Source: an optimization exercise on an open RTL-to-GDS flow (aim: small area). Production flows keep margins and buffers that such runs may drop.
Function was checked by simulation only, so behaviour that the tests miss may differ from the original.
Power figures rest on the tool's default switching activity, not on a simulated workload.

$ cat design/flow/run.sh
#!/bin/bash
# synth_recipe.tcl (not shown) runs the flow's synth.tcl, then flattens the netlist and writes it again
# the make line also repeats each setting of config.mk as NAME=value (left out here)
make -C /OpenROAD-flow-scripts/flow DESIGN_CONFIG=/design/flow/config.mk WORK_HOME=/design/flow/orfs CLKGATE_MAP_FILE= SYNTH_SCRIPT=/design/flow/synth_recipe.tcl finish
$ cat design/flow/config.mk
export PLATFORM = sky130hd
export DESIGN_NAME = regfile_2r1w_param
export DESIGN_NICKNAME = regfile_2r1w_param
export VERILOG_FILES = /design/flow/design.v
export SDC_FILE = /design/flow/constraint.sdc
export NUM_CORES = 4
export LEC_CHECK = 0
export CAP_MARGIN = 20
export CORE_MARGIN = 2
export CORE_UTILIZATION = 25
export PLACE_DENSITY = 0.4
export SLEW_MARGIN = 20
$ cat design/flow/constraint.sdc
create_clock -name core_clock -period 5.0 [get_ports {clk}]
set_input_delay 1.0000 -clock core_clock [delete_from_list [all_inputs] [get_ports {clk}]]
set_output_delay 1.0000 -clock core_clock [all_outputs]
set_load 0.01 [all_outputs]
$ cat design/flow/design.v
module regfile_2r1w_param #(
    parameter int DATA_W   = 32,
    parameter int ADDR_W   = 5,
    parameter int DEPTH    = 32,
    parameter int ZERO_REG = 1
) (
    input  logic              clk,
    input  logic              reset,
    input  logic              we,
    input  logic [ADDR_W-1:0] waddr,
    input  logic [DATA_W-1:0] wdata,
    input  logic              re1,
    input  logic [ADDR_W-1:0] raddr1,
    output logic [DATA_W-1:0] rdata1,
    output logic              rvalid1,
    input  logic              re2,
    input  logic [ADDR_W-1:0] raddr2,
    output logic [DATA_W-1:0] rdata2,
    output logic              rvalid2,
    input  logic              clr_req,
    output logic              busy
);
    localparam int IW = (DEPTH > 1) ? $clog2(DEPTH) : 1;
    localparam logic [ADDR_W:0] DEPTH_L = (ADDR_W + 1)'(DEPTH);
    localparam logic [ADDR_W-1:0] LAST = ADDR_W'(DEPTH - 1);
    localparam logic [0:0] S_IDLE = 1'b0;
    localparam logic [0:0] S_CLEAR = 1'b1;
    logic [DATA_W-1:0] mem_q [DEPTH];
    logic [DATA_W-1:0] mem_d [DEPTH];
    logic [DATA_W-1:0] rdata1_q, rdata1_d, rdata2_q, rdata2_d, rd1_val, rd2_val;
    logic              rvalid1_q, rvalid1_d, rvalid2_q, rvalid2_d, wr_ok;
    logic [0:0]        state_q, state_d;
    logic [ADDR_W-1:0] idx_q, idx_d;
    assign busy    = (state_q == S_CLEAR);
    assign rdata1  = rdata1_q;
    assign rdata2  = rdata2_q;
    assign rvalid1 = rvalid1_q;
    assign rvalid2 = rvalid2_q;
    assign wr_ok = we && !busy && ({1'b0, waddr} < DEPTH_L) && !(ZERO_REG != 0 && waddr == '0);
    assign rd1_val = ((ZERO_REG != 0 && raddr1 == '0) || ({1'b0, raddr1} >= DEPTH_L)) ? '0 :
                     (wr_ok && waddr == raddr1) ? wdata : mem_q[raddr1[IW-1:0]];
    assign rd2_val = ((ZERO_REG != 0 && raddr2 == '0) || ({1'b0, raddr2} >= DEPTH_L)) ? '0 :
                     (wr_ok && waddr == raddr2) ? wdata : mem_q[raddr2[IW-1:0]];
    always_comb begin
        for (int i = 0; i < DEPTH; i++) mem_d[i] = mem_q[i];
        if (state_q == S_CLEAR) mem_d[idx_q[IW-1:0]] = '0;
        else if (wr_ok) mem_d[waddr[IW-1:0]] = wdata;
        rvalid1_d = re1 && !busy;
        rvalid2_d = re2 && !busy;
        rdata1_d  = rvalid1_d ? rd1_val : rdata1_q;
        rdata2_d  = rvalid2_d ? rd2_val : rdata2_q;
        state_d   = (state_q == S_IDLE) ? (clr_req ? S_CLEAR : S_IDLE) :
                    ((idx_q == LAST) ? S_IDLE : S_CLEAR);
        idx_d     = (state_q == S_CLEAR && idx_q != LAST) ? idx_q + 1'b1 : '0;
    end
    always_ff @(posedge clk or negedge reset) begin
        if (!reset) begin
            for (int i = 0; i < DEPTH; i++) mem_q[i] <= '0;
            rdata1_q  <= '0;
            rdata2_q  <= '0;
            rvalid1_q <= 1'b0;
            rvalid2_q <= 1'b0;
            state_q   <= S_IDLE;
            idx_q     <= '0;
        end else begin
            for (int i = 0; i < DEPTH; i++) mem_q[i] <= mem_d[i];
            rdata1_q  <= rdata1_d;
            rdata2_q  <= rdata2_d;
            rvalid1_q <= rvalid1_d;
            rvalid2_q <= rvalid2_d;
            state_q   <= state_d;
            idx_q     <= idx_d;
        end
    end
endmodule
==> results.txt <==
status no timing/DRC/antenna violations; core region area 217000 µm²; Mapped Nets 6008; overall routing resource usage 0.387; Detailed Routing Iterations Pass 1 8; die area 221000 µm²; CP required 5.70 ns; Slew Limit Headroom 0.123; die height 471 µm; port bufs 119; Power per Cell Area 532 nW/µm²; Reg2Reg Setup Slack 1.00 ns; slowest CP cell a221oi_4; Crit. End Element flip-flop; CTS resizes 0; CP endpoint mem_q[2][4]; antenna violations before repair 81; WL final 443 mm; CTS tree built; Worst setup SP type flip-flop; Tot Pwr 35.5 mW; most common cell after layout, fill and taps aside dfrtp_1; Crit path depth 10; cell area after synthesis 54400 µm²; Final ANT Viol Nets 0; Post-synth EDFFs 0; # IOs 120; Final setup viols 0; CTS Hold Buffers Added 0; worst skew pair latency 0.86 ns; unrepaired setup endpoints after global routing no; Worst-Margin Slew 1.31 ns; synthesis warning total 3; leakage 28.4 nW; area delta synth->final 22.7%; Worst Setup SP idx_q[0]; placed wire-length estimate 279 mm; HP Class primary input to asynchronous set/reset pin; max-cap viol count 0; worst r2r path cells 10; drt wl/cell 48.7 µm; Detailed Route Iter0 Violations 12600; Num CTS Buffers 137; vias 62600; syn_area_per_cell 9.15 µm²; CP Max Fanout 16; Initial Utilization 0.251; Hold Vio Cnt, Final 0; TNS Setup 0 ns; clk sink count 1064; reg-to-reg critical path endpoint mem_q[2][4]; Distinct cells, synth 82; worst vdd ir 899 µV; Syn Inst Count 5949; GPL Wtd Cong 1.03; CP bufs+invs 1; number of global-route vias before repair 57000; clk buf depth 3; clock root buffer clkbuf_16; top_reg_cell synth dfrtp_1; Worst EP arrival 4.70 ns; Fmax 250 MHz; nets@finish 6107; fin. max-slew vios 0; commonest cells after routing, fill and taps aside 1063 x dfrtp_1, 923 x nand2_1, 635 x a22oi_1; Chip Width 471 µm; class of the most critical setup path flip-flop to flip-flop; worst reg2reg startpoint idx_q[0]; CTS clk-pin slew, worst paths 0.06 ns; post-synthesis sequential area ratio 0.489; ys async rst share 1.00; pin count of the biggest net entering global routing 128; cell family with most CP delay compound AO/OA/AOI/OAI gates; final worst path period share 0.799; Vias/cell 6.89; crit path time final 4.00 ns; flops & latches, synth 1064; Setup Skew 0.0447 ns; CP peak stage delay 0.90 ns; CTS HTree Levels 4; Remaining Overflow, GRT 0; first-pass GRT wire length 572 mm; setup bufs post-CTS 0; row count 171; layout cells sized above 1 0.146; DRC Markers 0; Critical Path, Cell by Cell ha_1, and3_1, ha_1, a41oi_1, nand2_1, nor2_1, o21ai_1, a221oi_4, buf_12, nor2_1
## layer usage
metal  up-vias  global-route usage  routed length, µm
met5         -             0.00130                216
met4        32               0.275              37300
met3      2016               0.150              58600
met2      6423               0.530             177000
met1     31800               0.492             169000
li1      22300                   -                  -
## sequential cells by signal, indices dropped and copies added (netlist names)
| register | cells |
|---|---|
| rdata2_q | 32 |
| state_q | 1 |
| mem_q | 992 |
| idx_q | 5 |
| rdata1_q | 32 |
| rvalid1_q | 1 |
| rvalid2_q | 1 |
## Yosys cell counts (all sizes together), types with 5 or more instances
library cell     n  area, µm²
a2111oi         88        773
a211oi          43        333
a21boi           6       48.8
a21oi          384       1920
a221o            7       70.1
a221oi          25        219
a22o           310       2720
a22oi          635       4770
a31oi           10       62.6
a32o             5       50.1
a32oi           32        280
and2             5       31.3
and3           276       1730
and3b            6       52.6
and4             7       61.3
buf            154        796
clkbuf         416       1560
dfrtp         1064      26600
ha               6       75.1
inv             11       41.3
mux2            83        935
mux2i           56        561
nand2          934       3510
nand2b          21        131
nand3          103        515
nand3b          16        120
nand4          120        751
nor2           420       1590
nor2b           54        338
nor3            81        410
nor3b           11       82.6
nor4            59        369
o21a             8       60.1
o21ai          384       1930
o22ai            7       50.1
or2             10       62.6
or3             14       87.6
or3b             8       70.1
or4              5       41.3
xnor2            5       43.8
xor2             8       70.1
## worst min path at each step
stage / endpoint / depth (start not counted) / start
2_1_floorplan: mem_q[17][14] / 2 / mem_q[17][14]
3_3_place_gp: mem_q[18][8] / 2 / mem_q[18][8]
3_5_place_dp: rdata1_q[15] / 2 / rdata1_q[15]
4_1_cts: mem_q[22][17] / 1 / reset
5_1_grt: mem_q[18][17] / 1 / reset
6_report: mem_q[14][18] / 1 / reset
## through the flow
step / util / setup slack (ns) / cells / hold WS [ns] / instance area, µm²
final: 0.308 / 1.00 / 9088 / 0.161 / 66800
after global routing: 0.308 / 0.844 / 9030 / 0.185 / 66700
after CTS: 0.307 / 1.02 / 9010 / 0.167 / 66600
after detailed placement: 0.286 / 0.532 / 8761 / 0.486 / 61900
after global placement: 0.285 / 0.512 / 8760 / 0.476 / 61900
after floorplan: - / 2.06 / 5949 / 0.455 / 54400
## logic make-up after synthesis
group	after synthesis	synth area share
AOI/OAI and AO/OA	1979	0.250
xor gates and xnor gates	13	0.00209
adders and majority gates	6	0.00138
buffers and inverters	583	0.0442
DFF	1064	0.489
muxes	142	0.0287
and+or+nand+nor	2162	0.185
## where the power goes
| group | internal [mW] | switching (mW) | total [mW] |
|---|---|---|---|
| Combinational | 2.58 | 12.0 | 14.6 |
| Sequential | 9.34 | 0.951 | 10.3 |
| Clock | 6.10 | 4.52 | 10.6 |
| Total | 18.0 | 17.5 | 35.5 |
## worst register-to-register path: stages (launching register included)
cell	delay (ns)
dfrtp_1	0.42
ha_1	0.43
and3_1	0.31
ha_1	0.23
a41oi_1	0.32
nand2_1	0.12
nor2_1	0.37
o21ai_1	0.36
a221oi_4	0.90
buf_12	0.31
nor2_1	0.11
## area by class of cell
class / instances / area, µm²
diodes: 76 / 190
inverters: 13 / 48.8
flip-flops and latches: 1064 / 26600
well taps: 2854 / 3570
fillers: 22600 / 150000
clock inverters: 52 / 659
repair buffers: 530 / 5250
clock buffers: 197 / 4020
multi-input cells: 4302 / 26400

[static timing again, ports no longer ideal]
In the flow no input, the clock included, has a driving cell. The finished layout below was timed again as built, in two steps. Step 1, drivers: a clkbuf_16 drives clk and a buf_2 each remaining input, both assumed. Step 2 moves the port delays by t, midway between the first and last clock arrival at a register: inputs arrive t later, outputs are due t later. That takes back most of the time a late clock gives input paths. a / b / c = ideal ports / drivers / drivers and shift; a / b = the first two.
t, ns: 0.933
slack for setup (ns): 1.003 / 1.003 / 0.214
hold WS [ns]: 0.161 / 0.116 / 0.494
slew at the worst register clock pin (ns): 0.07 / 0.07
After both steps this run still meets setup and hold. For this run, drivers alone change the setup slack by 0.000 ns; drivers and shift together by -0.789 ns.
